From an optimization exercise on the open Yosys and OpenROAD flow, aimed at small area, a short achievable clock period and few clock cycles per item; shortcuts taken in it are not production practice. Function was checked by simulation only, so behaviour that the tests miss may differ from the original.

<file path="flow/design.v">
`timescale 1ns / 1ps
package sic_pkg;
	localparam int MaxSignals = 8;
	localparam int PowW = 48;
	localparam int IdW = 16;
	localparam int SumW = 52;
	localparam logic [1:0] OP_ARRIVE = 2'd0;
	localparam logic [1:0] OP_DECIDE = 2'd1;
	localparam logic [1:0] OP_TX_START = 2'd2;
	localparam logic [1:0] OP_TX_END = 2'd3;
	localparam logic [3:0] ST_OK = 4'd0;
	localparam logic [3:0] ST_ASLEEP = 4'd1;
	localparam logic [3:0] ST_TRANSMIT = 4'd2;
	localparam logic [3:0] ST_UNDECODABLE = 4'd3;
	localparam logic [3:0] ST_WEAK = 4'd4;
	localparam logic [3:0] ST_CHANNEL = 4'd5;
	localparam logic [3:0] ST_PERIOD = 4'd6;
	localparam logic [3:0] ST_MODULATION = 4'd7;
	localparam logic [3:0] ST_FULL = 4'd8;
	localparam logic [2:0] REG_SLEEP = 3'd0;
	localparam logic [2:0] REG_CHANNEL = 3'd1;
	localparam logic [2:0] REG_PERIOD = 3'd2;
	localparam logic [2:0] REG_MODULATION = 3'd3;
	localparam logic [2:0] REG_SENSITIVITY = 3'd4;
	localparam logic [2:0] REG_THRESHOLD = 3'd5;
endpackage
`timescale 1ns / 1ps
module sic_cell (
	input  logic clk,
	input  logic we,
	input  logic [sic_pkg::IdW-1:0] in_id,
	input  logic [sic_pkg::PowW-1:0] in_power,
	input  logic [sic_pkg::PowW-1:0] in_end,
	input  logic [sic_pkg::PowW-1:0] now,
	output logic [sic_pkg::IdW-1:0] id,
	output logic [sic_pkg::PowW-1:0] power,
	output logic ge,        
	output logic expired    
);
	logic [sic_pkg::PowW-1:0] end_q;
	always_ff @(posedge clk) begin
		if (we) begin
			id <= in_id; power <= in_power; end_q <= in_end;
		end
	end
	assign ge = (power >= in_power);
	assign expired = (now > end_q);
endmodule
`timescale 1ns / 1ps
module sic_receiver_candidate_table #(
	parameter int MAX_SIGNALS = sic_pkg::MaxSignals
) (
	input  logic clk,
	input  logic arst_n,
	input  logic in_valid,
	output logic in_stall,
	input  logic [1:0] op,
	input  logic [15:0] signal_id,
	input  logic [47:0] signal_power,
	input  logic [7:0] signal_channel,
	input  logic [19:0] signal_period,
	input  logic [7:0] signal_modulation,
	input  logic [47:0] end_time,
	input  logic [47:0] now,
	input  logic [47:0] noise_power,
	output logic out_valid,
	input  logic out_stall,
	output logic [3:0] status,
	output logic [3:0] stored_count,
	input  logic cfg_valid,
	output logic cfg_ready,
	input  logic [2:0] cfg_index,
	input  logic [47:0] cfg_data
);
	localparam int N = MAX_SIGNALS;
	localparam int PW = sic_pkg::PowW;
	localparam int SW = sic_pkg::SumW;
	localparam int QD = 4;
	localparam int QW = $clog2(QD);
	logic sleep_q;
	logic [7:0] chan_q, mod_q;
	logic [19:0] period_q;
	logic [PW-1:0] sens_q;
	logic [15:0] thr_q;
	logic tx_q;
	logic [15:0] tx_id_q;
	logic [N-1:0] valid_q;
	logic [N*N-1:0] ord_q;           
	logic [N-1:0] w_q;               
	logic s2_q;                      
	logic [PW-1:0] p_q;              
	logic [15:0] eid_q;              
	logic [15:0] wid_q;              
	logic [SW-1:0] r_q;              
	logic ok_q;                      
	logic [QW-1:0] pend_q;           
	logic [3:0] q_st [QD];
	logic [3:0] q_cnt [QD];
	logic [QD-1:0] q_rdy;
	logic [QW-1:0] q_head, q_tail;
	logic [QW:0] q_occ;
	logic [15:0] s_id [N];
	logic [PW-1:0] s_pw [N];
	logic [N-1:0] ge, expd, we;
	for (genvar g = 0; g < N; g++) begin : g_slot
		sic_cell u_cell (
			.clk(clk), .we(we[g]), .in_id(signal_id), .in_power(signal_power),
			.in_end(end_time), .now(now), .id(s_id[g]), .power(s_pw[g]),
			.ge(ge[g]), .expired(expd[g])
		);
	end
	logic [N*N-1:0] ahd;
	for (genvar i = 0; i < N; i++) begin : g_ahd_r
		for (genvar j = 0; j < N; j++) begin : g_ahd_c
			if (i < j) begin : g_lt
				assign ahd[i*N+j] = ord_q[i*N+j];
			end else if (i > j) begin : g_gt
				assign ahd[i*N+j] = !ord_q[j*N+i];
			end else begin : g_eq
				assign ahd[i*N+j] = 1'b0;
			end
		end
	end
	logic take, acc, is_arr, is_dec, is_txs, is_txe, dec_run, arr_ok;
	logic [3:0] arr_st, acc_st, acc_cnt, live_cnt, valid_cnt;
	logic [N-1:0] live, free1, sel, tail;
	logic sel_any;
	assign cfg_ready = 1'b1;
	assign out_valid = q_rdy[q_head];
	assign status = q_st[q_head];
	assign stored_count = q_cnt[q_head];
	assign take = out_valid && !out_stall;
	assign in_stall = (q_occ == (QW+1)'(QD) && !take) || (op == sic_pkg::OP_DECIDE && w_q != '0);
	assign acc = in_valid && !in_stall;
	assign is_arr = acc && op == sic_pkg::OP_ARRIVE;
	assign is_dec = acc && op == sic_pkg::OP_DECIDE;
	assign is_txs = acc && op == sic_pkg::OP_TX_START;
	assign is_txe = acc && op == sic_pkg::OP_TX_END;
	assign dec_run = is_dec && !sleep_q && !tx_q;
	always_comb begin
		if (sleep_q) arr_st = sic_pkg::ST_ASLEEP;
		else if (tx_q) arr_st = sic_pkg::ST_TRANSMIT;
		else if (signal_power < sens_q) arr_st = sic_pkg::ST_WEAK;
		else if (signal_channel != chan_q) arr_st = sic_pkg::ST_CHANNEL;
		else if (signal_period != period_q) arr_st = sic_pkg::ST_PERIOD;
		else if (signal_modulation != mod_q) arr_st = sic_pkg::ST_MODULATION;
		else if (&valid_q) arr_st = sic_pkg::ST_FULL;
		else arr_st = sic_pkg::ST_OK;
	end
	assign arr_ok = (arr_st == sic_pkg::ST_OK);
	always_comb begin
		free1 = '0;
		for (int i = N - 1; i >= 0; i--) if (!valid_q[i]) free1 = N'(1) << i;
	end
	assign we = (is_arr && arr_ok) ? free1 : '0;
	assign live = valid_q & ~expd;
	always_comb begin
		valid_cnt = '0;
		live_cnt = '0;
		for (int i = 0; i < N; i++) begin
			valid_cnt = valid_cnt + 4'(valid_q[i]);
			live_cnt = live_cnt + 4'(live[i]);
		end
	end
	always_comb begin
		acc_st = sic_pkg::ST_OK;
		acc_cnt = valid_cnt;
		case (op)
			sic_pkg::OP_ARRIVE: begin
				acc_st = arr_st;
				if (arr_ok) acc_cnt = valid_cnt + 4'd1;
			end
			sic_pkg::OP_DECIDE: begin
				if (sleep_q) acc_st = sic_pkg::ST_ASLEEP;
				else if (tx_q) acc_st = sic_pkg::ST_TRANSMIT;
				else begin
					acc_st = sic_pkg::ST_UNDECODABLE;
					acc_cnt = live_cnt;
				end
			end
			sic_pkg::OP_TX_START: if (sleep_q) acc_st = sic_pkg::ST_ASLEEP;
			default: ;
		endcase
	end
	assign sel = dec_run ? live : w_q;
	assign sel_any = |sel;
	always_comb begin
		for (int i = 0; i < N; i++)
			tail[i] = sel[i] & ~|(sel & ahd[i*N +: N]);
	end
	logic [PW-1:0] pick_pw;
	logic [15:0] pick_id;
	always_comb begin
		pick_pw = '0;
		pick_id = '0;
		for (int i = 0; i < N; i++) begin
			pick_pw = pick_pw | (s_pw[i] & {PW{tail[i]}});
			pick_id = pick_id | (s_id[i] & {16{tail[i]}});
		end
	end
	logic [SW+16-1:0] prod;
	logic pass, ok_next, last;
	assign prod = (SW+16)'(r_q) * (SW+16)'(thr_q);
	assign pass = ((SW+16)'({p_q, 8'd0}) >= prod);
	assign ok_next = pass && (eid_q == wid_q || ok_q);
	assign last = s2_q && (w_q == '0);
	always_ff @(posedge clk or negedge arst_n) begin
		if (!arst_n) begin
			sleep_q <= 1'b0; chan_q <= '0; period_q <= 20'd91; mod_q <= '0;
			sens_q <= 48'd631; thr_q <= 16'd256;
		end else if (cfg_valid) begin
			case (cfg_index)
				sic_pkg::REG_SLEEP: sleep_q <= cfg_data[0];
				sic_pkg::REG_CHANNEL: chan_q <= cfg_data[7:0];
				sic_pkg::REG_PERIOD: period_q <= cfg_data[19:0];
				sic_pkg::REG_MODULATION: mod_q <= cfg_data[7:0];
				sic_pkg::REG_SENSITIVITY: sens_q <= cfg_data;
				sic_pkg::REG_THRESHOLD: thr_q <= cfg_data[15:0];
				default: ;
			endcase
		end
	end
	always_ff @(posedge clk or negedge arst_n) begin
		if (!arst_n) begin
			tx_q <= 1'b0; tx_id_q <= '0;
			valid_q <= '0;
			w_q <= '0; s2_q <= 1'b0;
		end else begin
			if (is_txs && !sleep_q) begin
				tx_q <= 1'b1; tx_id_q <= signal_id;
			end
			if (is_txe && tx_q && tx_id_q == signal_id) tx_q <= 1'b0;
			if (dec_run) valid_q <= live;
			else if (is_arr && arr_ok) valid_q <= valid_q | free1;
			w_q <= sel & ~tail;
			s2_q <= sel_any;
		end
	end
	always_ff @(posedge clk) begin
		for (int i = 0; i < N; i++)
			for (int j = i + 1; j < N; j++) begin
				if (we[j]) ord_q[i*N+j] <= ge[i];
				else if (we[i]) ord_q[i*N+j] <= !ge[j];
			end
	end
	always_ff @(posedge clk) begin
		if (sel_any) begin
			p_q <= pick_pw; eid_q <= pick_id;
		end
		if (dec_run) begin
			r_q <= SW'(noise_power); ok_q <= 1'b0; wid_q <= signal_id; pend_q <= q_tail;
		end else if (s2_q) begin
			r_q <= r_q + SW'(p_q); ok_q <= ok_next;
		end
	end
	always_ff @(posedge clk or negedge arst_n) begin
		if (!arst_n) begin
			q_rdy <= '0; q_head <= '0; q_tail <= '0; q_occ <= '0;
		end else begin
			if (take) begin
				q_rdy[q_head] <= 1'b0;
				q_head <= q_head + 1'b1;
			end
			if (acc) begin
				q_rdy[q_tail] <= !(dec_run && live != '0);
				q_tail <= q_tail + 1'b1;
			end
			if (last) q_rdy[pend_q] <= 1'b1;
			q_occ <= q_occ + (QW+1)'(acc) - (QW+1)'(take);
		end
	end
	always_ff @(posedge clk) begin
		if (acc) begin
			q_st[q_tail] <= acc_st; q_cnt[q_tail] <= acc_cnt;
		end
		if (last) q_st[pend_q] <= ok_next ? sic_pkg::ST_OK : sic_pkg::ST_UNDECODABLE;
	end
endmodule
</file>
<file path="flow/run.sh">
#!/bin/bash
# synth_recipe.tcl (not shown) runs the flow's synth.tcl, then flattens the netlist and writes it again
# the make line also repeats each setting of config.mk as NAME=value (left out here)
make -C /OpenROAD-flow-scripts/flow DESIGN_CONFIG=/design/flow/config.mk WORK_HOME=/design/flow/orfs CLKGATE_MAP_FILE= SYNTH_SCRIPT=/design/flow/synth_recipe.tcl finish
</file>
<file path="flow/config.mk">
export PLATFORM = sky130hd
export DESIGN_NAME = sic_receiver_candidate_table
export DESIGN_NICKNAME = sic_receiver_candidate_table
export VERILOG_FILES = /design/flow/design.v
export SDC_FILE = /design/flow/constraint.sdc
export NUM_CORES = 4
export LEC_CHECK = 0
export CAP_MARGIN = 20
export CORE_MARGIN = 2
export CORE_UTILIZATION = 40
export SLEW_MARGIN = 20
</file>
<file path="flow/constraint.sdc">
create_clock -name core_clock -period 12.0 [get_ports {clk}]
set_input_delay 2.4000 -clock core_clock [delete_from_list [all_inputs] [get_ports {clk}]]
set_output_delay 2.4000 -clock core_clock [all_outputs]
set_load 0.01 [all_outputs]
</file>
==> load_flow_metrics.sql, run 1 <==
INSERT INTO impl_metrics (metric_group, metric, value, unit) VALUES
('run_status', 'outcome', 'timing/DRC/antenna clean', ''),
('sta', 'slew_violations', '0', ''),
('global_route', 'track_usage', '25.29', '%'),
('sta', 'fin_skew', '0.06358', 'ns'),
('final_layout', 'fillers', '21280', ''),
('synth', 'synth.yosys.seq_area_share', '39.25', '%'),
('clocking', 'clock_latency_reported_for_the_late_side_of_the_worst_skew_pair', '0.81', 'ns'),
('floorplanning', 'chipHeight', '484.9', 'um'),
('setup_path', 'critPathSlowestCell', 'dfrtp_2', ''),
('clocking', 'cts.reportedPaths.clkPinSlew', '0.06', 'ns'),
('final_layout', 'synth_to_layout_area_growth', '12.21', '%'),
('clocking', 'ctsLongestPathBuffers', '3', ''),
('synth', 'netlist_area', '0.09249', 'mm2'),
('global_route', 'number_of_antenna_violations_at_the_first_check_in_global_routing', '43', ''),
('sta', 'fin_hold_ws', '0.4529', 'ns'),
('final_layout', 'final-seq-area', '0.03631', 'mm2'),
('clocking', 'clock-sinks', '1237', ''),
('global_route', 'grt_start_max_net_pins', '87', ''),
('floorplanning', 'area_of_the_placeable_core', '0.2299', 'mm2'),
('setup_path', 'crit_type', 'reg2reg', ''),
('clocking', 'number_of_setup_buffers_added_after_cts', '0', ''),
('detailed_routing', 'post_drt_via_cell_ratio', '5.634', ''),
('place', 'detailedPlacementHpwl', '225800', 'um'),
('sta', 'layout_setup_ws', '1.801', 'ns'),
('synth', 'synthCells', '8432', ''),
('clocking', 'cts_tree', 'built', ''),
('floorplanning', 'fp.dieArea', '0.2351', 'mm2'),
('synth', 'synthTopCellsByArea', 'edfxtp_1 (35%), fa_1 (15%), ha_1 (15%)', ''),
('synth', 'yosys_warnings', '4', ''),
('setup_path', 'timing.critical_path.from_type', 'register', ''),
('run', 'drv_cap', '0', ''),
('synth', 'synth_fp_nets', '10520', ''),
('sta', 'finalSetupTns', '0', 'ns'),
('setup_path', 'critical_path_required', '12.64', 'ns'),
('sta', 'clock.fmax', '98.05', 'MHz'),
('final_layout', 'total_area_of_multi_input_combinational_cells', '0.05046', 'mm2'),
('place', 'dp_worst_setup_slack', '1.940', 'ns'),
('detailed_routing', 'wl_per_cell', '25.06', 'um'),
('setup_path', 'worstPathMaxFanout', '25', ''),
('setup_path', 'critPathArrivalTime', '10.84', 'ns'),
('detailed_routing', 'drc_errors', '0', ''),
('floorplanning', 'io_pins', '313', ''),
('synth', 'mean_instance_size_in_the_synthesized_netlist', '10.97', 'um2'),
('final_layout', 'layout.cells.most_common_list', 'inv_1 (1239), edfxtp_1 (1078), ha_1 (1076)', ''),
('synth', 'ys_async_sr_fraction', '11.80', '%'),
('detailed_routing', 'routed-via-count', '66790', ''),
('place', 'placed_cells', '11580', ''),
('floorplanning', 'effective_utilization_at_floorplan', '40.23', '%'),
('global_route', 'grt_pass1_vias', '69390', ''),
('synth', 'ys_dominant_reg_cell', 'edfxtp_1', ''),
('floorplanning', 'rows', '176', ''),
('clocking', 'cts_buffers', '146', ''),
('synth', 'largest_area_contributor_in_the_synthesized_netlist', 'edfxtp_1', ''),
('global_route', 'grt_pass1_wl', '445900', 'um'),
('clocking', 'hold_fix_buffer_count_after_cts', '0', ''),
('sta', 'final-setup-viol-count', '0', ''),
('detailed_routing', 'final_antenna_net_count', '0', ''),
('detailed_routing', 'detailedRoute.firstIterationViolations', '6382', ''),
('sta', 'grt_setup_unrepaired', 'false', ''),
('floorplanning', 'floorplan.die.width', '484.9', 'um'),
('synth', 'yosysTopAreaCellShare', '35.00', '%'),
('hold_path', 'hp-class', 'reg2reg', ''),
('setup_path', 'endpoint_kind', 'register', ''),
('sta', 'slew-limit-headroom', '19.29', '%'),
('setup_path', 'max_stage_delay', '0.71', 'ns'),
('sta', 'tightestPinTransition', '1.200', 'ns'),
('place', 'port_buffers', '311', ''),
('sta', 'final-hold-violation-count', '0', ''),
('final_layout', 'stdcell_count', '11860', '');
## cell type report
cell class,count,area share (%)
multi-input cells,5679,48.63
flip-flops and latches,1237,34.99
inverters,1248,4.552
clock buffers,181,3.748
well taps,3026,3.648
repair buffers,388,3.589
clock inverters,83,0.8150
diodes,13,0.03135
## sequential cells by signal, summed over array words and instances (netlist names), 3 cells and up
name,flops
g_slot.u_cell.end_q,384
g_slot.u_cell.power,384
g_slot.u_cell.id,128
r_q,52
p_q,48
sens_q,48
ahd,28
period_q,20
eid_q,16
q_cnt,16
q_st,16
thr_q,16
tx_id_q,16
wid_q,16
chan_q,8
mod_q,8
valid_q,8
w_q,8
q_rdy,4
q_occ,3
## Yosys cell counts, types with 23 or more instances
| cell type | instances |
|---|---|
| and3_1 | 28 |
| a31oi_1 | 29 |
| dfrtp_1 | 133 |
| nor2_1 | 202 |
| ha_1 | 1076 |
| nand3_1 | 142 |
| a222oi_1 | 113 |
| nor4_1 | 45 |
| o21bai_1 | 25 |
| o21a_1 | 29 |
| xor2_1 | 90 |
| a21oi_1 | 443 |
| a22oi_1 | 83 |
| a21o_1 | 230 |
| clkbuf_1 | 228 |
| nor2b_1 | 55 |
| nand4_1 | 195 |
| inv_1 | 1246 |
| mux2_2 | 72 |
| nand2_1 | 1001 |
| and2_1 | 254 |
| edfxtp_1 | 1078 |
| a211oi_1 | 39 |
| o21ai_0 | 314 |
| o211ai_1 | 23 |
| nor3_1 | 53 |
| nand2b_1 | 60 |
| fa_1 | 708 |
| xnor2_1 | 88 |
## metal layers
metal | GRT usage (%) | wire length [um] | vias up
met5 | 0 | 136 | -
met4 | 11.02 | 14260 | 22
met3 | 4.652 | 21950 | 507
met2 | 41.57 | 140400 | 2530
met1 | 32.59 | 120300 | 33690
li1 | - | - | 30030
## kinds of logic after synthesis
logic type / after synthesis / share of synthesized area [%]
compound gates: 1513 / 10.79
xor+xnor: 178 / 1.686
other cells: 1 / 0.004054
buf+inv: 1516 / 6.278
fa+ha+maj: 1784 / 29.88
flops: 1237 / 39.25
mux: 85 / 1.139
simple gates: 2118 / 10.98
## per-stage QoR
step	utilization (%)	cell area, um2
5_1_grt	45.14	103800
2_1_floorplan	-	92490
4_1_cts	45.13	103700
3_3_place_gp	43.05	98980
6_report	45.14	103800
3_5_place_dp	43.07	99010
## worst paths after layout
check                                         from                  endpoint  slack [ns]  cells after the start
min                        q_st[3][3]$_SDFFE_PP0P_   q_st[3][3]$_SDFFE_PP0P_        0.45                      2
max reg2reg                   thr_q[7]$_DFFE_PN0P_      q_st[3][0]$_DFFE_PP_        1.80                     35
min reg2reg                q_st[3][3]$_SDFFE_PP0P_   q_st[3][3]$_SDFFE_PP0P_        0.45                      2
max                           thr_q[7]$_DFFE_PN0P_      q_st[3][0]$_DFFE_PP_        1.80                     35
max in group asynchronous                   arst_n    sens_q[46]$_DFFE_PN0P_        8.68                      2
min in group asynchronous                   arst_n  period_q[17]$_DFFE_PN0P_        1.73                      1
## worst max-delay path: cells and delay by family (launching register included)
| family | cells | cell delay, ns |
|---|---|---|
| compound gates | 11 | 2.72 |
| xor+xnor | 1 | 0.19 |
| fa+ha+maj | 8 | 3.89 |
| buf+inv | 5 | 0.65 |
| flops | 1 | 0.71 |
| simple gates | 10 | 1.85 |
Testbench counts, summed over its fixed seeds: cycles 7,592, items 4,800.
==> run 2, diff against run 1 <==
--- a/flow/design.v
+++ b/flow/design.v
@@ -77,3 +77,4 @@
 	localparam int SW = sic_pkg::SumW;
-	localparam int QD = 4;
+	localparam int MW = SW + 16;       
+	localparam int QD = 8;
 	localparam int QW = $clog2(QD);
@@ -88,10 +89,21 @@
 	logic [N*N-1:0] ord_q;           
+	logic b_v;
+	logic [N-1:0] b_mask;
+	logic [PW-1:0] b_noise;
+	logic [15:0] b_id;
+	logic [QW-1:0] b_idx;
 	logic [N-1:0] w_q;               
-	logic s2_q;                      
-	logic [PW-1:0] p_q;              
-	logic [15:0] eid_q;              
-	logic [15:0] wid_q;              
-	logic [SW-1:0] r_q;              
-	logic ok_q;                      
-	logic [QW-1:0] pend_q;           
+	logic [SW-1:0] racc_q;           
+	logic [15:0] ewid_q;             
+	logic [QW-1:0] eidx_q;           
+	logic efirst_q;                  
+	logic a_v, a_m, a_last, a_first;
+	logic [PW-1:0] a_p;
+	logic [SW-1:0] a_r;
+	logic [QW-1:0] a_idx;
+	logic b2_v, b2_m, b2_last, b2_first;
+	logic [PW-1:0] b2_p;
+	logic [MW-1:0] b2_s, b2_c;
+	logic [QW-1:0] b2_idx;
+	logic ok_q;
 	logic [3:0] q_st [QD];
@@ -103,6 +115,6 @@
 	logic [PW-1:0] s_pw [N];
-	logic [N-1:0] ge, expd, we;
+	logic [N-1:0] ge, expd, free1;
 	for (genvar g = 0; g < N; g++) begin : g_slot
 		sic_cell u_cell (
-			.clk(clk), .we(we[g]), .in_id(signal_id), .in_power(signal_power),
+			.clk(clk), .we(free1[g]), .in_id(signal_id), .in_power(signal_power),
 			.in_end(end_time), .now(now), .id(s_id[g]), .power(s_pw[g]),
@@ -123,6 +135,6 @@
 	end
-	logic take, acc, is_arr, is_dec, is_txs, is_txe, dec_run, arr_ok;
+	logic take, acc, is_arr, is_dec, is_txs, is_txe, dec_run, dec_walk, arr_ok;
 	logic [3:0] arr_st, acc_st, acc_cnt, live_cnt, valid_cnt;
-	logic [N-1:0] live, free1, sel, tail;
-	logic sel_any;
+	logic [N-1:0] live;
+	logic eng_free;
 	assign cfg_ready = 1'b1;
@@ -132,3 +144,3 @@
 	assign take = out_valid && !out_stall;
-	assign in_stall = (q_occ == (QW+1)'(QD) && !take) || (op == sic_pkg::OP_DECIDE && w_q != '0);
+	assign in_stall = b_v || (q_occ == (QW+1)'(QD));
 	assign acc = in_valid && !in_stall;
@@ -139,2 +151,3 @@
 	assign dec_run = is_dec && !sleep_q && !tx_q;
+	assign dec_walk = dec_run && (live != '0);
 	always_comb begin
@@ -152,5 +165,4 @@
 		free1 = '0;
-		for (int i = N - 1; i >= 0; i--) if (!valid_q[i]) free1 = N'(1) << i;
+		for (int i = N - 1; i >= 0; i--) if (!valid_q[i] && !w_q[i]) free1 = N'(1) << i;
 	end
-	assign we = (is_arr && arr_ok) ? free1 : '0;
 	assign live = valid_q & ~expd;
@@ -184,7 +196,7 @@
 	end
-	assign sel = dec_run ? live : w_q;
-	assign sel_any = |sel;
+	assign eng_free = ((w_q & (w_q - N'(1))) == '0);
+	logic [N-1:0] tail;
 	always_comb begin
 		for (int i = 0; i < N; i++)
-			tail[i] = sel[i] & ~|(sel & ahd[i*N +: N]);
+			tail[i] = w_q[i] & ~|(w_q & ahd[i*N +: N]);
 	end
@@ -200,8 +212,56 @@
 	end
-	logic [SW+16-1:0] prod;
-	logic pass, ok_next, last;
-	assign prod = (SW+16)'(r_q) * (SW+16)'(thr_q);
-	assign pass = ((SW+16)'({p_q, 8'd0}) >= prod);
-	assign ok_next = pass && (eid_q == wid_q || ok_q);
-	assign last = s2_q && (w_q == '0);
+	logic [MW-1:0] csa_s, csa_c;
+	logic [MW-1:0] pp [16];
+	for (genvar j = 0; j < 16; j++) begin : g_pp
+		assign pp[j] = thr_q[j] ? (MW'(a_r) << j) : '0;
+	end
+	logic [MW-1:0] cs_s0, cs_c0;
+	assign cs_s0 = pp[0] ^ pp[1] ^ pp[2];
+	assign cs_c0 = ((pp[0] & pp[1]) | (pp[0] & pp[2]) | (pp[1] & pp[2])) << 1;
+	logic [MW-1:0] cs_s1, cs_c1;
+	assign cs_s1 = pp[3] ^ pp[4] ^ pp[5];
+	assign cs_c1 = ((pp[3] & pp[4]) | (pp[3] & pp[5]) | (pp[4] & pp[5])) << 1;
+	logic [MW-1:0] cs_s2, cs_c2;
+	assign cs_s2 = pp[6] ^ pp[7] ^ pp[8];
+	assign cs_c2 = ((pp[6] & pp[7]) | (pp[6] & pp[8]) | (pp[7] & pp[8])) << 1;
+	logic [MW-1:0] cs_s3, cs_c3;
+	assign cs_s3 = pp[9] ^ pp[10] ^ pp[11];
+	assign cs_c3 = ((pp[9] & pp[10]) | (pp[9] & pp[11]) | (pp[10] & pp[11])) << 1;
+	logic [MW-1:0] cs_s4, cs_c4;
+	assign cs_s4 = pp[12] ^ pp[13] ^ pp[14];
+	assign cs_c4 = ((pp[12] & pp[13]) | (pp[12] & pp[14]) | (pp[13] & pp[14])) << 1;
+	logic [MW-1:0] cs_s5, cs_c5;
+	assign cs_s5 = cs_s0 ^ cs_c0 ^ cs_s1;
+	assign cs_c5 = ((cs_s0 & cs_c0) | (cs_s0 & cs_s1) | (cs_c0 & cs_s1)) << 1;
+	logic [MW-1:0] cs_s6, cs_c6;
+	assign cs_s6 = cs_c1 ^ cs_s2 ^ cs_c2;
+	assign cs_c6 = ((cs_c1 & cs_s2) | (cs_c1 & cs_c2) | (cs_s2 & cs_c2)) << 1;
+	logic [MW-1:0] cs_s7, cs_c7;
+	assign cs_s7 = cs_s3 ^ cs_c3 ^ cs_s4;
+	assign cs_c7 = ((cs_s3 & cs_c3) | (cs_s3 & cs_s4) | (cs_c3 & cs_s4)) << 1;
+	logic [MW-1:0] cs_s8, cs_c8;
+	assign cs_s8 = cs_s5 ^ cs_c5 ^ cs_s6;
+	assign cs_c8 = ((cs_s5 & cs_c5) | (cs_s5 & cs_s6) | (cs_c5 & cs_s6)) << 1;
+	logic [MW-1:0] cs_s9, cs_c9;
+	assign cs_s9 = cs_c6 ^ cs_s7 ^ cs_c7;
+	assign cs_c9 = ((cs_c6 & cs_s7) | (cs_c6 & cs_c7) | (cs_s7 & cs_c7)) << 1;
+	logic [MW-1:0] cs_s10, cs_c10;
+	assign cs_s10 = cs_s8 ^ cs_c8 ^ cs_s9;
+	assign cs_c10 = ((cs_s8 & cs_c8) | (cs_s8 & cs_s9) | (cs_c8 & cs_s9)) << 1;
+	logic [MW-1:0] cs_s11, cs_c11;
+	assign cs_s11 = cs_c9 ^ cs_c4 ^ pp[15];
+	assign cs_c11 = ((cs_c9 & cs_c4) | (cs_c9 & pp[15]) | (cs_c4 & pp[15])) << 1;
+	logic [MW-1:0] cs_s12, cs_c12;
+	assign cs_s12 = cs_s10 ^ cs_c10 ^ cs_s11;
+	assign cs_c12 = ((cs_s10 & cs_c10) | (cs_s10 & cs_s11) | (cs_c10 & cs_s11)) << 1;
+	logic [MW-1:0] cs_s13, cs_c13;
+	assign cs_s13 = cs_s12 ^ cs_c12 ^ cs_c11;
+	assign cs_c13 = ((cs_s12 & cs_c12) | (cs_s12 & cs_c11) | (cs_c12 & cs_c11)) << 1;
+	assign csa_s = cs_s13;
+	assign csa_c = cs_c13;
+	logic [MW+1:0] diff;
+	logic pass, ok_next;
+	assign diff = (MW+2)'({b2_p, 8'd0}) - (MW+2)'(b2_s) - (MW+2)'(b2_c);
+	assign pass = !diff[MW+1];
+	assign ok_next = pass && (b2_m || (!b2_first && ok_q));
 	always_ff @(posedge clk or negedge arst_n) begin
@@ -222,2 +282,5 @@
 	end
+	logic load_in, load_buf;
+	assign load_in = dec_run && eng_free;
+	assign load_buf = b_v && eng_free;
 	always_ff @(posedge clk or negedge arst_n) begin
@@ -226,3 +289,3 @@
 			valid_q <= '0;
-			w_q <= '0; s2_q <= 1'b0;
+			b_v <= 1'b0; w_q <= '0; a_v <= 1'b0; b2_v <= 1'b0;
 		end else begin
@@ -234,4 +297,9 @@
 			else if (is_arr && arr_ok) valid_q <= valid_q | free1;
-			w_q <= sel & ~tail;
-			s2_q <= sel_any;
+			if (dec_walk && !eng_free) b_v <= 1'b1;
+			else if (load_buf) b_v <= 1'b0;
+			if (load_in) w_q <= live;
+			else if (load_buf) w_q <= b_mask;
+			else w_q <= w_q & ~tail;
+			a_v <= (w_q != '0);
+			b2_v <= a_v;
 		end
@@ -241,4 +309,4 @@
 			for (int j = i + 1; j < N; j++) begin
-				if (we[j]) ord_q[i*N+j] <= ge[i];
-				else if (we[i]) ord_q[i*N+j] <= !ge[j];
+				if (free1[j]) ord_q[i*N+j] <= ge[i];
+				else if (free1[i]) ord_q[i*N+j] <= !ge[j];
 			end
@@ -246,11 +314,29 @@
 	always_ff @(posedge clk) begin
-		if (sel_any) begin
-			p_q <= pick_pw; eid_q <= pick_id;
+		if (!b_v) begin
+			b_mask <= live; b_noise <= noise_power; b_id <= signal_id; b_idx <= q_tail;
 		end
-		if (dec_run) begin
-			r_q <= SW'(noise_power); ok_q <= 1'b0; wid_q <= signal_id; pend_q <= q_tail;
-		end else if (s2_q) begin
-			r_q <= r_q + SW'(p_q); ok_q <= ok_next;
+		if (load_in) begin
+			racc_q <= SW'(noise_power); ewid_q <= signal_id; eidx_q <= q_tail; efirst_q <= 1'b1;
+		end else if (load_buf) begin
+			racc_q <= SW'(b_noise); ewid_q <= b_id; eidx_q <= b_idx; efirst_q <= 1'b1;
+		end else if (w_q != '0) begin
+			racc_q <= racc_q + SW'(pick_pw); efirst_q <= 1'b0;
 		end
+		a_p <= pick_pw;
+		a_r <= racc_q;
+		a_m <= (pick_id == ewid_q);
+		a_last <= ((w_q & ~tail) == '0);
+		a_first <= efirst_q;
+		a_idx <= eidx_q;
+		b2_p <= a_p;
+		b2_s <= csa_s;
+		b2_c <= csa_c;
+		b2_m <= a_m;
+		b2_last <= a_last;
+		b2_first <= a_first;
+		b2_idx <= a_idx;
+		if (b2_v) ok_q <= ok_next;
 	end
+	logic fin;
+	assign fin = b2_v && b2_last;
 	always_ff @(posedge clk or negedge arst_n) begin
@@ -264,6 +350,6 @@
 			if (acc) begin
-				q_rdy[q_tail] <= !(dec_run && live != '0);
+				q_rdy[q_tail] <= !dec_walk;
 				q_tail <= q_tail + 1'b1;
 			end
-			if (last) q_rdy[pend_q] <= 1'b1;
+			if (fin) q_rdy[b2_idx] <= 1'b1;
 			q_occ <= q_occ + (QW+1)'(acc) - (QW+1)'(take);
@@ -275,3 +361,3 @@
 		end
-		if (last) q_st[pend_q] <= ok_next ? sic_pkg::ST_OK : sic_pkg::ST_UNDECODABLE;
+		if (fin) q_st[b2_idx] <= ok_next ? sic_pkg::ST_OK : sic_pkg::ST_UNDECODABLE;
 	end
==> run 2 against run 1 <==
  * Setup slack better by 1.3 ns
  * Final area is 9.8% higher
  * Sequential share of layout area is 3.2 points higher
  * Cell count is 6.5% higher
  * Routed wire length is 2.2% higher
  * Highest routed layer unchanged
  * Core utilization is 0.16 points higher
  * Still clean on timing, DRC and antenna
  * Register-to-register slack better by 2.5 ns
  * Hold slack worse by 0.13 ns
==> load_flow_metrics.sql, run 2 <==
INSERT INTO impl_metrics (metric_group, metric, value, unit) VALUES
('sta', 'clock.fmax', '112.4', 'MHz'),
('final_layout', 'layout.cells.most_common_list', 'inv_1 (1265), edfxtp_1 (1115), ha_1 (1050)', ''),
('synth', 'yosys.cell_count.top_type', 'inv_1', ''),
('place', 'placed_cells', '12280', ''),
('final_layout', 'reg_top3', 'g_slot.u_cell.end_q x384, g_slot.u_cell.power x384, g_slot.u_cell.id x128', ''),
('synth', 'ys_async_sr_fraction', '9.816', '%'),
('synth', 'synthCells', '8834', ''),
('setup_path', 'max_stage_delay', '0.87', 'ns'),
('detailed_routing', 'wl', '303700', 'um'),
('synth', 'synthTopCellsByArea', 'edfxtp_1 (33%), fa_1 (14%), ha_1 (13%)', ''),
('synth', 'mean_instance_size_in_the_synthesized_netlist', '11.47', 'um2'),
('global_route', 'number_of_antenna_violations_at_the_first_check_in_global_routing', '58', ''),
('final_layout', 'stdcell_count', '12620', ''),
('synth', 'synth_common_cells', 'inv_1 (1274), edfxtp_1 (1115), ha_1 (1050)', ''),
('final_layout', 'most_frequent_standard_cell_in_the_layout_excluding_fill_and_tap_cells', 'inv_1', ''),
('global_route', 'grt_start_max_net_pins', '76', ''),
('detailed_routing', 'drt_first_pass_iters', '5', ''),
('final_layout', 'fillers', '22990', ''),
('clocking', 'number_of_h_tree_branching_levels', '4', ''),
('clocking', 'cts_tree', 'built', ''),
('place', 'finalWeightedCongestion', '0.9305', ''),
('final_layout', 'synth_to_layout_area_growth', '12.49', '%'),
('synth', 'ys_dominant_reg_cell', 'edfxtp_1', ''),
('clocking', 'post_cts_resize_count', '0', ''),
('setup_path', 'path_common_cell', 'fa_1', ''),
('hold_path', 'hp-class', 'reg2reg', ''),
('detailed_routing', 'drc_errors', '0', ''),
('clocking', 'number_of_setup_buffers_added_after_cts', '0', ''),
('global_route', 'track_usage', '23.72', '%'),
('synth', 'synth.ff_latch_count', '1579', ''),
('sta', 'final-hold-violation-count', '0', ''),
('sta', 'finalSetupTns', '0', 'ns'),
('run_status', 'outcome', 'timing/DRC/antenna clean', ''),
('clocking', 'hold_fix_buffer_count_after_cts', '0', ''),
('synth', 'synth_fp_nets', '10900', ''),
('sta', 'grt_setup_unrepaired', 'false', ''),
('clocking', 'clock-sinks', '1579', ''),
('synth', 'synth.yosys.seq_area_share', '42.99', '%'),
('global_route', 'grt_pass1_vias', '72710', ''),
('final_layout', 'final_net_count', '11170', ''),
('place', 'dp_worst_setup_slack', '2.267', 'ns'),
('global_route', 'grt_pass1_wl', '461000', 'um'),
('setup_path', 'critPathSlowestCell', 'a31oi_1', ''),
('floorplanning', 'floorplan.die.width', '507.3', 'um'),
('final_layout', 'post_route_cells_drive_above_1_share', '5.230', '%'),
('run', 'drv_cap', '0', ''),
('sta', 'final_min_period_over_clock_period', '74.17', '%'),
('floorplanning', 'effective_utilization_at_floorplan', '40.27', '%'),
('clocking', 'cts.reportedPaths.clkPinSlew', '0.06', 'ns'),
('place', 'port_buffers', '311', ''),
('clocking', 'cts_root_buffer', 'clkbuf_16', ''),
('place', 'placed_area', '0.1082', 'mm2'),
('setup_path', 'timing.critical_path.from_type', 'primary input', ''),
('global_route', 'globalRouteOverflowTotal', '0', ''),
('clocking', 'ctsLongestPathBuffers', '3', ''),
('setup_path', 'endpoint_kind', 'register', ''),
('sta', 'finalCriticalPeriod', '8.900', 'ns'),
('detailed_routing', 'wl_per_cell', '24.06', 'um'),
('floorplanning', 'io_pins', '313', ''),
('setup_path', 'critPathArrivalTime', '9.36', 'ns'),
('synth', 'largest_area_contributor_in_the_synthesized_netlist', 'edfxtp_1', ''),
('clocking', 'clock_latency_reported_for_the_late_side_of_the_worst_skew_pair', '0.84', 'ns'),
('setup_path', 'critical_path_required', '12.46', 'ns'),
('synth', 'yosysTopAreaCellShare', '33.04', '%'),
('detailed_routing', 'final_antenna_net_count', '0', ''),
('synth', 'netlist_area', '0.1013', 'mm2'),
('floorplanning', 'chipHeight', '507.3', 'um'),
('floorplanning', 'fp.dieArea', '0.2574', 'mm2'),
('sta', 'slew_violations', '0', ''),
('synth', 'synthDistinctLibCells', '88', ''),
('sta', 'slew-limit-headroom', '21.33', '%'),
('detailed_routing', 'detailedRoute.firstIterationViolations', '5698', ''),
('clocking', 'cts_buffers', '171', ''),
('floorplanning', 'area_of_the_placeable_core', '0.2516', 'mm2'),
('synth', 'yosys_warnings', '6', ''),
('detailed_routing', 'routed-via-count', '68840', ''),
('sta', 'fin_skew', '0.04546', 'ns'),
('setup_path', 'worstPathCellList', 'clkdlybuf4s50_1, ha_1, nand4_1, or2_2, nor3_1, inv_1, or3_1, nor3_1, o21ai_0, a31oi_1, nor4_1, a31oi_1, fa_1, fa_1, fa_1, inv_1, ha_1, inv_1, fa_1, xnor2_1, a22o_1, a22oi_1, o21ai_0', ''),
('setup_path', 'worstPathMaxFanout', '8', ''),
('sta', 'layout_setup_ws', '3.100', 'ns'),
('setup_path', 'crit_type', 'in2reg', ''),
('detailed_routing', 'post_drt_via_cell_ratio', '5.455', ''),
('synth', 'synth_edf_count', '1115', ''),
('place', 'detailedPlacementHpwl', '223800', 'um'),
('sta', 'tightestPinTransition', '1.175', 'ns'),
('floorplanning', 'rows', '184', ''),
('sta', 'final-setup-viol-count', '0', ''),
('final_layout', 'final_design_area_no_fill', '0.1140', 'mm2');
[run 2: cell families after synthesis]
| group | after synthesis | share of synthesized area [%] |
|---|---|---|
| AND/OR/NAND/NOR | 2074 | 10.76 |
| adder cells (fa/ha/maj) | 1765 | 27.08 |
| multiplexers | 107 | 1.367 |
| buffers and inverters | 1545 | 5.734 |
| XOR/XNOR | 170 | 1.469 |
| flip-flops | 1579 | 42.99 |
| AO/OA/AOI/OAI | 1593 | 10.61 |
| other | 1 | 0.003700 |
[run 2: final timing paths]
| check | startpoint | to | slack, ns | cells past startpoint |
|---|---|---|---|---|
| max | now[41] | q_cnt[3][2]$_DFFE_PP_ | 3.10 | 23 |
| min | a_p[44]$_DFF_P_ | b2_p[44]$_DFF_P_ | 0.32 | 0 |
| max reg2reg | w_q[6]$_DFF_PN0_ | racc_q[50]$_SDFFE_PP0P_ | 4.26 | 20 |
| min reg2reg | a_p[44]$_DFF_P_ | b2_p[44]$_DFF_P_ | 0.32 | 0 |
| max in group asynchronous | arst_n | thr_q[4]$_DFFE_PN0P_ | 9.09 | 2 |
| min in group asynchronous | arst_n | chan_q[2]$_DFFE_PN0P_ | 1.55 | 1 |
[run 2: per-stage QoR]
| stage | util, % | hold slack [ns] |
|---|---|---|
| after floorplan | - | 0.3096 |
| after global placement | 43.01 | 0.3096 |
| after detailed placement | 43.01 | 0.3121 |
| after CTS | 45.29 | 0.3190 |
| after global routing | 45.30 | 0.3297 |
| final | 45.31 | 0.3200 |
[run 2: area by class of cell]
type	count	area (um2)	share of cell area, %
clock buffer	229	4710	4.131
inverter	1274	4832	4.239
clock inverter	92	1013	0.8890
multi-input combinational	5710	52050	45.66
timing repair buffer	371	3592	3.151
tap	3348	4189	3.675
antenna	17	42.54	0.03732
sequential	1579	43570	38.22
[run 2: critical path: cells and delay by family]
kind / cells / cell delay (ns)
xor+xnor: 1 / 0.14
compound gates: 6 / 1.85
simple gates: 6 / 1.58
buf+inv: 4 / 0.86
fa+ha+maj: 6 / 2.46
[run 2: per-layer routing]
metal  GRT usage [%]  wire length, um  part of all wire (%)
met4           10.00            13770                   4.5
met3           4.249            19440                   6.4
met1           30.80           126500                    42
met5               0              414                  0.14
met2           38.98           143500                    47
Testbench counts of run 2, summed over its fixed seeds: cycles 7,379, items 4,800.
==> run 3, diff against run 2 <==
--- a/flow/design.v
+++ b/flow/design.v
@@ -92,3 +92,3 @@
 	logic [PW-1:0] b_noise;
-	logic [15:0] b_id;
+	logic [N-1:0] b_match;
 	logic [QW-1:0] b_idx;
@@ -96,3 +96,3 @@
 	logic [SW-1:0] racc_q;           
-	logic [15:0] ewid_q;             
+	logic [N-1:0] wm_q;              
 	logic [QW-1:0] eidx_q;           
@@ -144,3 +144,3 @@
 	assign take = out_valid && !out_stall;
-	assign in_stall = b_v || (q_occ == (QW+1)'(QD));
+	assign in_stall = b_v || (q_occ == (QW+1)'(QD)) || (!(&valid_q) && ((~valid_q & ~w_q) == '0));
 	assign acc = in_valid && !in_stall;
@@ -151,3 +151,8 @@
 	assign dec_run = is_dec && !sleep_q && !tx_q;
-	assign dec_walk = dec_run && (live != '0);
+	logic [N-1:0] idm, lmatch;
+	for (genvar g = 0; g < N; g++) begin : g_idm
+		assign idm[g] = (s_id[g] == signal_id);
+	end
+	assign lmatch = live & idm;
+	assign dec_walk = dec_run && (lmatch != '0);
 	always_comb begin
@@ -203,10 +208,5 @@
 	logic [PW-1:0] pick_pw;
-	logic [15:0] pick_id;
 	always_comb begin
 		pick_pw = '0;
-		pick_id = '0;
-		for (int i = 0; i < N; i++) begin
-			pick_pw = pick_pw | (s_pw[i] & {PW{tail[i]}});
-			pick_id = pick_id | (s_id[i] & {16{tail[i]}});
-		end
+		for (int i = 0; i < N; i++) pick_pw = pick_pw | (s_pw[i] & {PW{tail[i]}});
 	end
@@ -299,3 +299,3 @@
 			else if (load_buf) b_v <= 1'b0;
-			if (load_in) w_q <= live;
+			if (load_in) w_q <= dec_walk ? live : '0;
 			else if (load_buf) w_q <= b_mask;
@@ -315,8 +315,8 @@
 		if (!b_v) begin
-			b_mask <= live; b_noise <= noise_power; b_id <= signal_id; b_idx <= q_tail;
+			b_mask <= live; b_noise <= noise_power; b_match <= lmatch; b_idx <= q_tail;
 		end
 		if (load_in) begin
-			racc_q <= SW'(noise_power); ewid_q <= signal_id; eidx_q <= q_tail; efirst_q <= 1'b1;
+			racc_q <= SW'(noise_power); wm_q <= lmatch; eidx_q <= q_tail; efirst_q <= 1'b1;
 		end else if (load_buf) begin
-			racc_q <= SW'(b_noise); ewid_q <= b_id; eidx_q <= b_idx; efirst_q <= 1'b1;
+			racc_q <= SW'(b_noise); wm_q <= b_match; eidx_q <= b_idx; efirst_q <= 1'b1;
 		end else if (w_q != '0) begin
@@ -326,3 +326,3 @@
 		a_r <= racc_q;
-		a_m <= (pick_id == ewid_q);
+		a_m <= |(tail & wm_q);
 		a_last <= ((w_q & ~tail) == '0);
==> run 3 against run 2 <==
  * Die area up 0.42%
  * Via count increased by 1.8%
  * Fmax increased by 10%
  * Critical endpoint unchanged
  * Highest routed layer unchanged
==> load_flow_metrics.sql, run 3 <==
INSERT INTO impl_metrics (metric_group, metric, value, unit) VALUES
('run_status', 'outcome', 'timing/DRC/antenna clean', ''),
('synth', 'synthTopCellsByArea', 'edfxtp_1 (32%), fa_1 (14%), ha_1 (13%)', ''),
('run', 'drv_cap', '0', ''),
('clocking', 'ctsLongestPathBuffers', '3', ''),
('clocking', 'clock-sinks', '1563', ''),
('detailed_routing', 'drc_errors', '0', ''),
('global_route', 'globalRouteOverflowTotal', '0', ''),
('sta', 'tightestPinTransition', '1.153', 'ns'),
('detailed_routing', 'wl_per_cell', '24.66', 'um'),
('final_layout', 'synth_to_layout_area_growth', '12.78', '%'),
('sta', 'grt_setup_unrepaired', 'false', ''),
('synth', 'yosys_warnings', '6', ''),
('setup_path', 'critical_path_required', '12.51', 'ns'),
('setup_path', 'regToRegSetupSlack', '4.62', 'ns'),
('setup_path', 'crit_type', 'in2reg', ''),
('clocking', 'cts.reportedPaths.clkPinSlew', '0.06', 'ns'),
('detailed_routing', 'wl', '315300', 'um'),
('place', 'finalWeightedCongestion', '0.9279', ''),
('final_layout', 'fillers', '23260', ''),
('synth', 'mean_instance_size_in_the_synthesized_netlist', '11.37', 'um2'),
('synth', 'ys_async_sr_fraction', '9.917', '%'),
('sta', 'layout_setup_ws', '3.928', 'ns'),
('synth', 'synth.yosys.seq_area_share', '42.33', '%'),
('sta', 'slew-limit-headroom', '22.70', '%'),
('floorplanning', 'fp.dieArea', '0.2585', 'mm2'),
('sta', 'final-hold-violation-count', '0', ''),
('clocking', 'post_cts_resize_count', '0', ''),
('floorplanning', 'effective_utilization_at_floorplan', '40.15', '%'),
('hold_path', 'hold_end', 'b2_p[9]$_DFF_P_', ''),
('sta', 'finalCriticalPeriod', '8.072', 'ns'),
('final_layout', 'reg_top3', 'g_slot.u_cell.end_q x384, g_slot.u_cell.power x384, g_slot.u_cell.id x128', ''),
('sta', 'clock.fmax', '123.9', 'MHz'),
('hold_path', 'hp-class', 'reg2reg', ''),
('sta', 'fin_skew', '0.06881', 'ns'),
('setup_path', 'ff2ff_path_depth', '19', ''),
('sta', 'slew_violations', '0', ''),
('detailed_routing', 'routed-via-count', '70050', ''),
('setup_path', 'timing.critical_path.from_type', 'primary input', ''),
('detailed_routing', 'drt_first_pass_iters', '6', ''),
('setup_path', 'endpoint_kind', 'register', ''),
('hold_path', 'hold-path-cell-count', '0', ''),
('synth', 'synth.ff_latch_count', '1563', ''),
('clocking', 'cts_buffers', '174', ''),
('clocking', 'cts_root_buffer', 'clkbuf_16', ''),
('detailed_routing', 'final_antenna_net_count', '0', ''),
('synth', 'yosysTopAreaCellShare', '32.43', '%'),
('synth', 'yosys.cell_count.top_type', 'inv_1', ''),
('synth', 'netlist_area', '0.1018', 'mm2'),
('final_layout', 'layout.cells.most_common_list', 'inv_1 (1268), edfxtp_1 (1099), ha_1 (1049)', ''),
('setup_path', 'crit-reg2reg-capture', 'racc_q[39]$_DFFE_PP_', ''),
('synth', 'ys_dominant_reg_cell', 'edfxtp_1', ''),
('place', 'placed_area', '0.1087', 'mm2'),
('setup_path', 'critPathArrivalTime', '8.58', 'ns'),
('synth', 'synth_edf_count', '1099', ''),
('synth', 'largest_area_contributor_in_the_synthesized_netlist', 'edfxtp_1', ''),
('detailed_routing', 'post_drt_via_cell_ratio', '5.478', ''),
('place', 'placed_cells', '12430', ''),
('global_route', 'grt_pass1_vias', '74360', ''),
('clocking', 'cts_tree', 'built', ''),
('detailed_routing', 'detailedRoute.firstIterationViolations', '5405', ''),
('place', 'detailedPlacementHpwl', '234200', 'um'),
('final_layout', 'post_route_cells_drive_above_1_share', '5.672', '%'),
('hold_path', 'worst_hold_startpoint', 'a_p[9]$_DFF_P_', ''),
('clocking', 'number_of_setup_buffers_added_after_cts', '0', ''),
('global_route', 'number_of_antenna_violations_at_the_first_check_in_global_routing', '67', ''),
('sta', 'final_min_period_over_clock_period', '67.27', '%'),
('clocking', 'clock_latency_reported_for_the_late_side_of_the_worst_skew_pair', '0.88', 'ns'),
('synth', 'synthDistinctLibCells', '99', ''),
('floorplanning', 'area_of_the_placeable_core', '0.2535', 'mm2');
==> run 3: layout make-up <==
type                    count  area [um2]  share of cell area [%]
well taps                3366        4212                   3.669
flip-flops and latches   1563       43090                   37.54
repair buffers            396        3752                   3.269
multi-input cells        5832       52870                   46.06
inverters                1279        4842                   4.219
clock inverters           113        1343                   1.170
clock buffers             214        4606                   4.013
diodes                     26       65.06                 0.05669
==> run 3: stage by stage <==
| step | util [%] | hold slack, ns |
|---|---|---|
| after floorplan | - | 0.3096 |
| after global placement | 42.90 | 0.3101 |
| after detailed placement | 42.90 | 0.3121 |
| after CTS | 45.25 | 0.2941 |
| after global routing | 45.27 | 0.2941 |
| final | 45.28 | 0.3005 |
==> run 3: cells by family after synthesis <==
group                      Yosys count  share of synthesized area, %
muxes                              112                         1.420
other                                1                      0.003685
and+or+nand+nor                   2115                         10.92
adders and majority gates         1765                         26.96
buffers and inverters             1556                         5.807
AOI/OAI and AO/OA                 1560                         10.15
xor gates and xnor gates           279                         2.401
DFF                               1563                         42.33
==> run 3: worst max-delay path by stage <==
stage                                 end  slack (ns)  cells past startpoint
floorplan           q_cnt[0][2]$_DFFE_PP_        4.78                     18
global placement    q_cnt[4][2]$_DFFE_PP_        2.89                     20
detailed placement  q_cnt[5][1]$_DFFE_PP_        2.82                     21
CTS                 q_cnt[3][2]$_DFFE_PP_        3.77                     20
global route        q_cnt[3][2]$_DFFE_PP_        3.53                     20
finish              q_cnt[3][2]$_DFFE_PP_        3.93                     20
==> run 3: worst max-delay path: stages <==
cell	delay, ns
clkdlybuf4s50_1	0.65
ha_1	0.43
nand4_1	0.19
nor3_1	0.87
nand2_1	0.12
nor4_1	0.31
a21o_1	0.17
o21ai_0	0.32
nand2_1	0.29
fa_1	0.45
fa_1	0.51
fa_1	0.40
inv_1	0.06
ha_1	0.15
inv_1	0.06
fa_1	0.38
xor2_1	0.16
o22ai_1	0.09
a221oi_1	0.26
o311ai_1	0.29
==> run 3: routing by layer <==
metal | vias to the layer above | routed length (um) | global-route usage (%)
met1 | 35440 | 124400 | 29.74
met4 | 62 | 15670 | 11.64
met2 | 2198 | 155600 | 42.12
met3 | 644 | 19310 | 4.731
li1 | 31710 | - | -
met5 | - | 388 | 0
Testbench counts of run 3, summed over its fixed seeds: cycles 6,311, items 4,800.

separate check: timing with driven ports:
The results above use ideal ports. As a check the final layouts listed here were re-extracted and re-timed, cells and wires unchanged.
Step 1 sets driving cells, clkbuf_16 on the clock port and buf_2 on the other inputs (assumed; they add their load-dependent delay and slew).
Step 2 times the ports against the registers' clock, not the clock port: input delays grow and output delays shrink by t, the midpoint of the rising clock arrivals with the driver on.
Three values: ideal ports, drivers, drivers and shift; two values: the first two.
run | t, ns | slack for setup (ns) | worst setup path at the end | slew at the worst register clock pin (ns)
run 1 | 0.866 | 1.801 / 1.801 / 1.801 | register to register | 0.07 / 0.07
run 2 | 0.902 | 3.100 / 3.130 / 2.228 | input to register | 0.07 / 0.07
run 3 | 0.944 | 3.928 / 3.963 / 3.020 | input to register | 0.07 / 0.07
After both steps setup and hold are still met in every run listed. The setup slack of run 3, which loses most, moves by +0.035 ns with the drivers and by -0.908 ns with both steps.
